This is an optimization exercise on Yosys and OpenROAD, whose aim is small area, not a production implementation. In this exercise RTL edits were held to simulation tests only and were not proved equivalent to the original. No activity file was given, so power comes from the tool's default toggle rates.

`flow/flow/run.sh`:
```
#!/bin/bash
# Layout flow: the standard ORFS flow (standard.sh) with three changes:
#  - synthesis is synth_recipe.tcl unchanged except that Yosys's abc call maps the
#    combinational logic with flow/abc_area.script (area-oriented) instead of ORFS's
#    speed script; flip-flop mapping, flattening and renaming are untouched
#  - port buffers use the smallest buffer cell
#  - the clock tree uses clkbuf_8 sink clusters and no dummy loads
# Each tool's output goes to a log file in this folder.
set -euo pipefail
HERE=$(pwd)
ABC_SCRIPT=$HERE/flow/abc_area.script
source $HERE/flow/settings.sh

# ORFS synth.tcl with the abc script argument replaced
sed 's#^\(\s*\)log_cmd abc {\*}$abc_args#\1set abc_args [lreplace $abc_args 1 1 '"$ABC_SCRIPT"']\n&#' \
  $FLOW_HOME/scripts/synth.tcl > $HERE/synth_area.tcl
grep -q "lreplace \$abc_args 1 1 $ABC_SCRIPT" $HERE/synth_area.tcl
sed 's#source $::env(SCRIPTS_DIR)/synth.tcl#source '"$HERE"'/synth_area.tcl#' \
  $HERE/synth_recipe.tcl > $HERE/synth_recipe_area.tcl
grep -q "source $HERE/synth_area.tcl" $HERE/synth_recipe_area.tcl

export BUFFER_PORTS_ARGS="-buffer_cell sky130_fd_sc_hd__buf_1"
export CTS_ARGS="-sink_clustering_enable -repair_clock_nets -dont_use_dummy_load $CTS_EXTRA"
bash standard.sh SYNTH_SCRIPT=$HERE/synth_recipe_area.tcl finish > $HERE/standard.log 2>&1
```
`flow/flow/abc_area.script`:
```
strash
dch -f
amap -F 8 -A 16
strash
dch -f
amap -F 8 -A 16
topo
stime -c
```
`flow/flow/settings.sh`:
```
CTS_EXTRA="-buf_list sky130_fd_sc_hd__clkbuf_8 -sink_clustering_size 16 -sink_clustering_max_diameter 80"
```
`flow/standard.sh`:
```
#!/bin/bash
# synth_recipe.tcl (not shown) runs the flow's synth.tcl, then flattens the netlist and writes it again
# the make line also repeats each setting of config.mk as NAME=value (left out here)
make -C /OpenROAD-flow-scripts/flow DESIGN_CONFIG=/design/flow/config.mk WORK_HOME=/design/flow/orfs CLKGATE_MAP_FILE= SYNTH_SCRIPT=/design/flow/synth_recipe.tcl "${@:-finish}"
```
`flow/config.mk`:
```
export PLATFORM = sky130hd
export DESIGN_NAME = vstu_top
export DESIGN_NICKNAME = vstu_top
export VERILOG_FILES = /design/flow/design.v
export SDC_FILE = /design/flow/constraint.sdc
export NUM_CORES = 4
export LEC_CHECK = 0
export CAP_MARGIN = 20
export CORE_MARGIN = 2
export CORE_UTILIZATION = 50
export SLEW_MARGIN = 20
```
`flow/constraint.sdc`:
```
create_clock -name core_clock -period 8.0 [get_ports {clk_i}]
set_input_delay 1.6000 -clock core_clock [delete_from_list [all_inputs] [get_ports {clk_i}]]
set_output_delay 1.6000 -clock core_clock [all_outputs]
set_load 0.01 [all_outputs]
```
`flow/design.v`:
```
package vstu_pkg;
  typedef enum logic [1:0] {
    VSEW_8  = 2'd0,
    VSEW_16 = 2'd1,
    VSEW_32 = 2'd2,
    VSEW_64 = 2'd3
  } vsew_e;
  typedef logic [$clog2(8)-1:0] vinsn_id_t;
  typedef struct packed {
    vinsn_id_t             id;
    logic [8-1:0] vl;
    vsew_e                 vsew;
  } store_req_t;
  typedef logic [8-1:0] done_vec_t;
  typedef logic [4*8*8-1:0] vrf_word_t;
  typedef logic [7:0] burst_len_t;
  typedef struct packed {
    burst_len_t len;
  } burst_req_t;
  typedef struct packed {
    logic [8*8-1:0] data;
    logic [8-1:0]   strb;
    logic                         last;
  } w_beat_t;
endpackage
`timescale 1ns/1ps
module store_insn_queue (
  input  logic                 clk_i,
  input  logic                 rst_ni,
  input  vstu_pkg::store_req_t req_i,
  input  logic                 req_valid_i,
  output logic                 req_ready_o,
  input  vstu_pkg::done_vec_t  running_i,
  output vstu_pkg::store_req_t issue_o,
  output logic                 issue_valid_o,
  input  logic                 issue_done_i,
  input  logic                 b_valid_i,
  output logic                 b_ready_o,
  output logic                 store_pending_o,
  output logic                 store_complete_o,
  output vstu_pkg::done_vec_t  done_o
);
  localparam int unsigned DEPTH = 4;
  localparam int unsigned IDX_W = $clog2(DEPTH);
  localparam int unsigned PNT_W = IDX_W + 1;
  localparam int unsigned ID_W  = $clog2(8);
  localparam int unsigned REQ_W = ID_W + 8 + 2;
  logic [REQ_W-1:0] entries_q [0:DEPTH-1];
  logic [PNT_W-1:0] accept_pnt_q, issue_pnt_q, commit_pnt_q;
  vstu_pkg::done_vec_t running_q;
  logic                done_valid_q;
  logic                 full;
  logic                 accept;
  logic                 b_fire;
  logic [IDX_W-1:0]     done_idx;
  vstu_pkg::store_req_t done_entry;
  assign full = (accept_pnt_q[IDX_W] != commit_pnt_q[IDX_W]) &&
                (accept_pnt_q[IDX_W-1:0] == commit_pnt_q[IDX_W-1:0]);
  assign accept      = req_valid_i && !full && !running_q[req_i.id];
  assign req_ready_o = !full;
  assign issue_o       = entries_q[issue_pnt_q[IDX_W-1:0]];
  assign issue_valid_o = (accept_pnt_q != issue_pnt_q);
  assign b_ready_o        = (issue_pnt_q != commit_pnt_q);
  assign b_fire           = b_valid_i && b_ready_o;
  assign store_complete_o = b_fire;
  assign store_pending_o  = (accept_pnt_q != commit_pnt_q);
  assign done_idx   = commit_pnt_q[IDX_W-1:0] - 1'b1;
  assign done_entry = entries_q[done_idx];
  always_comb begin : p_done
    done_o = '0;
    if (done_valid_q) begin
      done_o[done_entry.id] = 1'b1;
    end
  end
  always_ff @(posedge clk_i or negedge rst_ni) begin
    if (!rst_ni) begin
      accept_pnt_q <= '0;
      issue_pnt_q  <= '0;
      commit_pnt_q <= '0;
      running_q    <= '0;
      done_valid_q <= 1'b0;
    end else begin
      accept_pnt_q <= accept_pnt_q + PNT_W'(accept);
      issue_pnt_q  <= issue_pnt_q + PNT_W'(issue_done_i);
      commit_pnt_q <= commit_pnt_q + PNT_W'(b_fire);
      running_q    <= (running_q & running_i) |
                      (accept ? (vstu_pkg::done_vec_t'(1) << req_i.id) : '0);
      done_valid_q <= b_fire;
    end
  end
  always_ff @(posedge clk_i) begin
    if (accept) begin
      entries_q[accept_pnt_q[IDX_W-1:0]] <= req_i;
    end
  end
endmodule
`timescale 1ns/1ps
module lane_operand_buffer (
  input  logic                                             clk_i,
  input  logic                                             rst_ni,
  input  logic [4-1:0][8*8-1:0] operand_i,
  input  logic [4-1:0]                        operand_valid_i,
  output logic [4-1:0]                        operand_ready_o,
  output vstu_pkg::vrf_word_t                              word_o,
  output logic                                             word_valid_o,
  input  logic                                             word_ready_i
);
  localparam int unsigned LANES  = 4;
  localparam int unsigned LANE_W = 8 * 8;
  logic [LANES-1:0] lane_valid;
  for (genvar l = 0; l < LANES; l++) begin : gen_lane
    logic              full_q;
    logic [LANE_W-1:0] data_q;
    logic [LANE_W-1:0] lane_d;
    assign lane_d = ({LANE_W{full_q}} & data_q) | ({LANE_W{!full_q}} & operand_i[l]);
    assign lane_valid[l]               = full_q || operand_valid_i[l];
    assign word_o[LANE_W*l +: LANE_W]  = lane_d;
    assign operand_ready_o[l]          = !full_q;
    always_ff @(posedge clk_i or negedge rst_ni) begin
      if (!rst_ni) begin
        full_q <= 1'b0;
      end else if (word_ready_i) begin
        full_q <= 1'b0;
      end else if (operand_valid_i[l]) begin
        full_q <= 1'b1;
      end
    end
    always_ff @(posedge clk_i) begin
      data_q <= lane_d;
    end
  end
  assign word_valid_o = &lane_valid;
endmodule
`timescale 1ns/1ps
module w_beat_packer (
  input  logic                 clk_i,
  input  logic                 rst_ni,
  input  vstu_pkg::store_req_t issue_i,
  input  logic                 issue_valid_i,
  output logic                 issue_done_o,
  input  vstu_pkg::vrf_word_t  word_i,
  input  logic                 word_valid_i,
  output logic                 word_ready_o,
  input  vstu_pkg::burst_req_t burst_i,
  input  logic                 burst_valid_i,
  output logic                 burst_ready_o,
  output vstu_pkg::w_beat_t    w_o,
  output logic                 w_valid_o,
  input  logic                 w_ready_i
);
  localparam int unsigned LANES     = 4;
  localparam int unsigned BUS_BYTES = 8;
  localparam int unsigned LANE_W    = 8 * 8;
  localparam int unsigned VL_W      = 8;
  logic [VL_W-1:0]      store_beat_q;
  vstu_pkg::burst_len_t beat_cnt_q;
  logic                 w_valid_q;
  logic [LANE_W-1:0]    w_data_q;
  logic [2:0]           w_top_q;
  logic [VL_W-1:0]      vl_m1;
  logic [VL_W-1:0]      last_beat;
  logic [2:0]           tail_top;
  logic                 store_end;
  logic                 burst_end;
  logic                 slot_free;
  logic                 beat_fire;
  logic [2:0]           top_d;
  logic [BUS_BYTES-1:0] strb_d;
  logic [LANES-1:0]     lane_sel;
  assign vl_m1 = issue_i.vl - 1'b1;
  always_comb begin : p_size
    unique case (issue_i.vsew)
      vstu_pkg::VSEW_8: begin
        last_beat = {3'b000, vl_m1[VL_W-1:3]};
        tail_top  = vl_m1[2:0];
      end
      vstu_pkg::VSEW_16: begin
        last_beat = {2'b00, vl_m1[VL_W-1:2]};
        tail_top  = {vl_m1[1:0], 1'b1};
      end
      vstu_pkg::VSEW_32: begin
        last_beat = {1'b0, vl_m1[VL_W-1:1]};
        tail_top  = {vl_m1[0], 2'b11};
      end
      default: begin
        last_beat = vl_m1;
        tail_top  = 3'b111;
      end
    endcase
  end
  assign store_end = (store_beat_q == last_beat);
  assign burst_end = (beat_cnt_q == burst_i.len);
  assign top_d     = store_end ? tail_top : 3'b111;
  assign slot_free = !w_valid_q || w_ready_i;
  assign beat_fire = issue_valid_i && word_valid_i && burst_valid_i && slot_free;
  assign burst_ready_o = beat_fire && burst_end;
  assign issue_done_o  = beat_fire && store_end;
  assign word_ready_o  = beat_fire && (store_end || (store_beat_q[1:0] == 2'(LANES - 1)));
  for (genvar b = 0; b < BUS_BYTES; b++) begin : gen_strb
    assign strb_d[b] = (3'(b) <= top_d);
  end
  for (genvar l = 0; l < LANES; l++) begin : gen_sel
    assign lane_sel[l] = (store_beat_q[1:0] == 2'(l));
  end
  logic [LANE_W-1:0] w_data_d;
  always_comb begin : p_data
    for (int b = 0; b < BUS_BYTES; b++) begin
      w_data_d[8*b +: 8] = {8{!slot_free}} & w_data_q[8*b +: 8];
      for (int l = 0; l < LANES; l++) begin
        w_data_d[8*b +: 8] = w_data_d[8*b +: 8] |
          ({8{slot_free && lane_sel[l] && strb_d[b]}} & word_i[LANE_W*l + 8*b +: 8]);
      end
    end
  end
  always_ff @(posedge clk_i or negedge rst_ni) begin
    if (!rst_ni) begin
      w_valid_q <= 1'b0;
    end else begin
      w_valid_q <= beat_fire || (w_valid_q && !w_ready_i);
    end
  end
  always_ff @(posedge clk_i) begin
    if (!issue_valid_i || (beat_fire && store_end)) begin
      store_beat_q <= '0;
    end else if (beat_fire) begin
      store_beat_q <= store_beat_q + 1'b1;
    end
    if (!issue_valid_i || (beat_fire && burst_end)) begin
      beat_cnt_q <= '0;
    end else if (beat_fire) begin
      beat_cnt_q <= beat_cnt_q + 1'b1;
    end
  end
  always_ff @(posedge clk_i) begin
    w_data_q <= w_data_d;
    if (slot_free) begin
      w_top_q <= top_d;
    end
  end
  for (genvar b = 0; b < BUS_BYTES; b++) begin : gen_strb_o
    assign w_o.strb[b] = (3'(b) <= w_top_q);
  end
  assign w_o.data  = w_data_q;
  assign w_o.last  = (beat_cnt_q == '0);
  assign w_valid_o = w_valid_q;
endmodule
`timescale 1ns/1ps
module vstu_top (
  input  logic                                             clk_i,
  input  logic                                             rst_ni,
  input  vstu_pkg::store_req_t                             req_i,
  input  logic                                             req_valid_i,
  output logic                                             req_ready_o,
  input  vstu_pkg::done_vec_t                              running_i,
  input  logic [4-1:0][8*8-1:0] operand_i,
  input  logic [4-1:0]                        operand_valid_i,
  output logic [4-1:0]                        operand_ready_o,
  input  vstu_pkg::burst_req_t                             burst_i,
  input  logic                                             burst_valid_i,
  output logic                                             burst_ready_o,
  output vstu_pkg::w_beat_t                                w_o,
  output logic                                             w_valid_o,
  input  logic                                             w_ready_i,
  input  logic                                             b_valid_i,
  output logic                                             b_ready_o,
  output logic                                             store_pending_o,
  output logic                                             store_complete_o,
  output vstu_pkg::done_vec_t                              done_o
);
  vstu_pkg::store_req_t issue;
  logic       issue_valid;
  logic       issue_done;
  vstu_pkg::vrf_word_t  word;
  logic       word_valid;
  logic       word_ready;
  store_insn_queue u_store_insn_queue (
    .clk_i           (clk_i),
    .rst_ni          (rst_ni),
    .req_i           (req_i),
    .req_valid_i     (req_valid_i),
    .req_ready_o     (req_ready_o),
    .running_i       (running_i),
    .issue_o         (issue),
    .issue_valid_o   (issue_valid),
    .issue_done_i    (issue_done),
    .b_valid_i       (b_valid_i),
    .b_ready_o       (b_ready_o),
    .store_pending_o (store_pending_o),
    .store_complete_o(store_complete_o),
    .done_o          (done_o)
  );
  lane_operand_buffer u_lane_operand_buffer (
    .clk_i          (clk_i),
    .rst_ni         (rst_ni),
    .operand_i      (operand_i),
    .operand_valid_i(operand_valid_i),
    .operand_ready_o(operand_ready_o),
    .word_o         (word),
    .word_valid_o   (word_valid),
    .word_ready_i   (word_ready)
  );
  w_beat_packer u_w_beat_packer (
    .clk_i        (clk_i),
    .rst_ni       (rst_ni),
    .issue_i      (issue),
    .issue_valid_i(issue_valid),
    .issue_done_o (issue_done),
    .word_i       (word),
    .word_valid_i (word_valid),
    .word_ready_o (word_ready),
    .burst_i      (burst_i),
    .burst_valid_i(burst_valid_i),
    .burst_ready_o(burst_ready_o),
    .w_o          (w_o),
    .w_valid_o    (w_valid_o),
    .w_ready_i    (w_ready_i)
  );
endmodule
```
==> notes.md <==
==> stage by stage <==
step	cells	setup WS, ps	instance area (µm²)
floorplan	1303	769	14700
detailed placement	2086	1620	16800
global route	2125	830	17200
CTS	2115	1620	17200
finish	2130	1600	17200
global placement	2086	1910	16800
==> logic make-up (layout without fill, tap and decap cells) <==
logic type	count (synthesis)	in the layout	share of synthesized area [%]
AO/OA/AOI/OAI	505	505	27.6
flip-flops	414	414	60.8
buffers and inverters	131	559	3.36
adder cells (fa/ha/maj)	20	20	1.70
other	1	16	0.0254
AND/OR/NAND/NOR	232	232	6.60
==> critical path: stages (launching register included) <==
cell and delay, ps:
dfrtp_1 850, clkinv_1 310, o22a_1 270, o22ai_1 370, ha_1 240, clkinv_1 90, or3_1 400, nor3_1 190
a21oi_1 170, a222oi_1 370, o21ai_0 160, a221o_1 370, a211oi_1 180, nand4_1 210, a2111oi_0 590, clkinv_1 230
nor3_1 460, nor2_1 260, a222oi_1 410, o211ai_1 150
==> area by class of cell <==
type                    count  area share, %
flip-flops and latches    414           52.0
multi-input cells         758           30.8
repair buffers            401           9.11
inverters                 129           2.81
well taps                 384           2.79
clock buffers              29           2.32
diodes                     15          0.218
==> power breakdown <==
part           switching (µW)  internal, µW  total (µW)
clock network             621           324         946
logic                    1840          1240        3080
registers                 367          3030        3400
==> flip-flops by register name, summed over array words and instances, names as in the netlist <==
| name | cells |
|---|---|
| u_w_beat_packer.w_data_q | 64 |
| u_store_insn_queue.entries_q | 52 |
| u_lane_operand_buffer.gen_lane.full_q | 4 |
| u_w_beat_packer.w_valid_q | 1 |
| u_store_insn_queue.accept_pnt_q | 3 |
| u_store_insn_queue.commit_pnt_q | 3 |
| u_w_beat_packer.w_top_q | 3 |
| u_w_beat_packer.store_beat_q | 8 |
| u_w_beat_packer.beat_cnt_q | 8 |
| u_store_insn_queue.issue_pnt_q | 3 |
| u_store_insn_queue.running_q | 8 |
| u_lane_operand_buffer.gen_lane.data_q | 256 |
| u_store_insn_queue.done_valid_q | 1 |
==> path summary, 6_finish.rpt <==
| kind | slack, ps | cells after the start | end |
|---|---|---|---|
| hold / removal | 470 | 2 | u_lane_operand_buffer.gen_lane[1].data_q[52]$_DFF_P_ |
| hold reg to reg | 470 | 2 | u_lane_operand_buffer.gen_lane[1].data_q[52]$_DFF_P_ |
| setup / recovery | 1600 | 19 | u_w_beat_packer.w_data_q[15]$_DFF_P_ |
| max in group asynchronous | 6770 | 2 | u_lane_operand_buffer.gen_lane[2].full_q$_DFFE_PN0P_ |
| min in group asynchronous | 970 | 2 | u_store_insn_queue.running_q[2]$_DFF_PN0_ |
| setup reg to reg | 1600 | 19 | u_w_beat_packer.w_data_q[15]$_DFF_P_ |
==> layout by cell type (no fill, tap or decap), drive strengths merged, types with 2 or more instances in the layout <==
| cell type | netlist | layout |
|---|---|---|
| a2111oi | 4 | 4 |
| a211oi | 5 | 5 |
| a21oi | 13 | 13 |
| a221oi | 4 | 4 |
| a222oi | 71 | 71 |
| a22o | 196 | 196 |
| a22oi | 4 | 4 |
| and3 | 7 | 7 |
| buf | 2 | 401 |
| clkbuf | 0 | 29 |
| clkinv | 129 | 125 |
| dfrtp | 23 | 23 |
| dfxtp | 336 | 336 |
| diode | 0 | 15 |
| edfxtp | 55 | 55 |
| ha | 20 | 20 |
| inv | 0 | 4 |
| nand2 | 101 | 101 |
| nand2b | 2 | 2 |
| nand3 | 10 | 10 |
| nand4 | 6 | 6 |
| nor2 | 79 | 79 |
| nor2b | 2 | 2 |
| nor3 | 13 | 13 |
| nor4 | 4 | 4 |
| o211ai | 65 | 65 |
| o21a | 4 | 4 |
| o21ai | 24 | 24 |
| o221ai | 6 | 6 |
| o22a | 10 | 10 |
| o22ai | 86 | 86 |
| o311a | 2 | 2 |
| o32ai | 5 | 5 |
| or2 | 6 | 6 |
| or3 | 2 | 2 |
==> per-layer routing <==
layer,wire [µm],global-route usage [%]
met1,19800,38.8
met2,21500,47.2
met3,3830,5.39
met4,1510,10.5
met5,46,0
==> run_results.csv <==
group,metric,value,unit
pwr,p_leak,0.00621,µW
route,route.detailed.drc,0,
sta,min_period,6400,ps
die,die_y,176,µm
global_route,grt_overflow_total,0,
yosys,yosysTopAreaCellShare,45.6,%
pwr,ir_drop,0.265,mV
sta,hold_viol_final,0,
yosys,ys_seq_area_share,60.8,%
worst_setup_path,arrival,6880,ps
sta,fin_crit_sh,80.0,%
die,fp-row-count,62,
route,drtAntennaViolNets,0,
clock_network,cts_hold_buffers,0,
route,viasPerCell,5.95,
clock_network,cts_num_sinks,414,
placed_design,portBuffers,384,
clock_network,clk_path_buf_depth,3,
worst_setup_path,critPathCaptureType,"flop",
die,die_x,176,µm
yosys,ys.flop_type,"dfxtp_1",
yosys,yosys.cell_types.count,40,
clock_network,cts_resized,0,
yosys,synth_common_cells,"dfxtp_1 (336), a22o_1 (196), clkinv_1 (129)",
clock_network,numCtsBuffers,29,
die,initial_core_util,51.1,%
yosys,synth_edf_count,55,
run,maxCapViolations,0,
clock_network,clkTransAtPathRegs,100,ps
yosys,syn_avg_cell_area,11.3,µm²
sta,setup_viol,0,
die,io_pins,386,
yosys,synthArstFlopShare,5.56,%
global_route,antenna_found_initial,15,
die,dieArea,30900,µm²
worst_setup_path,startpoint,"u_store_insn_queue.issue_pnt_q[0]$_DFF_PN0_",
outcome,status,"no timing/DRC/antenna violations",
worst_setup_path,crit_required,8480,ps
yosys,synthMostInstantiatedCell,"dfxtp_1",
sta,relSlewSlack,35.6,%
global_route,track_usage,29.0,%
yosys,synth_area_leaders,"dfxtp_1 (46%), a22o_1 (12%), edfxtp_1 (11%)",
sta,worstMarginPinSlew,966,ps
route,avgRoutedWirePerCell,22.0,µm
yosys,yosys.area.top_type,"dfxtp_1",
sta,finalSetupTns,0,ps
yosys,syn_inst,1303,
global_route,grt_pass1_vias,12100,
layout,fillers,2595,
layout,syn2layout_area_growth,16.9,%
pwr,p_total,7430,µW
route,drt_pre_antenna_iters,8,
clock_network,htreeDepth,1,
worst_setup_path,crit_fanout,24,
worst_setup_path,crit_type,"flop to flop",
pwr,power_density,431,nW/µm²
worst_setup_path,r2r-start,"u_store_insn_queue.issue_pnt_q[0]$_DFF_PN0_",
sta,final-max-slew-violation-count,0,
global_route,grt_max_degree,68,
yosys,synth-warning-count,3,
worst_setup_path,startpoint_type,"flop",
placed_design,gp_congestion,0.853,
layout,final_nets,2048,
route,via_count,12700,
sta,timing.hold.ws,472,ps
sta,rsz0062_at_grt,"no",
sta,finClkSkew,39.0,ps
clock_network,cts_setup_buffers,0,
layout,final_core_util,59.7,%
yosys,syn_nets,1618,
clock_network,cts_tree,"built",
clock_network,clock_latency,610,ps
layout,multi_input_area,5300,µm²
yosys,syn_area,14700,µm²
clock_network,cts_root_buf,"clkbuf_8",
layout,regArea,8960,µm²
route,drt-initial-drc-count,1161,
hold_path,hold_start,"u_lane_operand_buffer.gen_lane[1].data_q[52]$_DFF_P_",
yosys,synth-seq-cells,414,
die,core_area,28900,µm²
global_route,grt_pass1_wl,69700,µm
placed_design,hpwl,31500,µm
route,routed_wl,46800,µm
layout,layout-drive-gt1-share,3.18,%
hold_path,hold_path.class,"flop to flop",
sta,fmax,156,MHz

## port drivers added, routing unchanged
No port has a modelled driver above. Below, the same layout with a new extraction and two added sets of constraints.
Step 1 (the two cells are an assumption about what drives the block):
set clk [get_ports {clk_i}]
set_driving_cell -lib_cell sky130_fd_sc_hd__clkbuf_16 $clk
set_driving_cell -lib_cell sky130_fd_sc_hd__buf_2 [delete_from_list [all_inputs] $clk]
Step 2 also shifts input and output timing later by t, the mid clock arrival at the registers, as if the neighbouring blocks saw the same clock.
a / b / c = no drivers / after step 1 / after step 2; a / b = the first two.
t (ns): 0.640
setup slack, ns: 1.601 / 1.601 / 1.601
hold WS [ns]: 0.472 / 0.472 / 0.472
worst setup path after step 2: register to register
worst register clock-pin slew, ns: 0.10 / 0.10
After both steps setup and hold are still met in this run. The setup slack of this run moves by 0.000 ns with the drivers and by 0.000 ns with both steps.
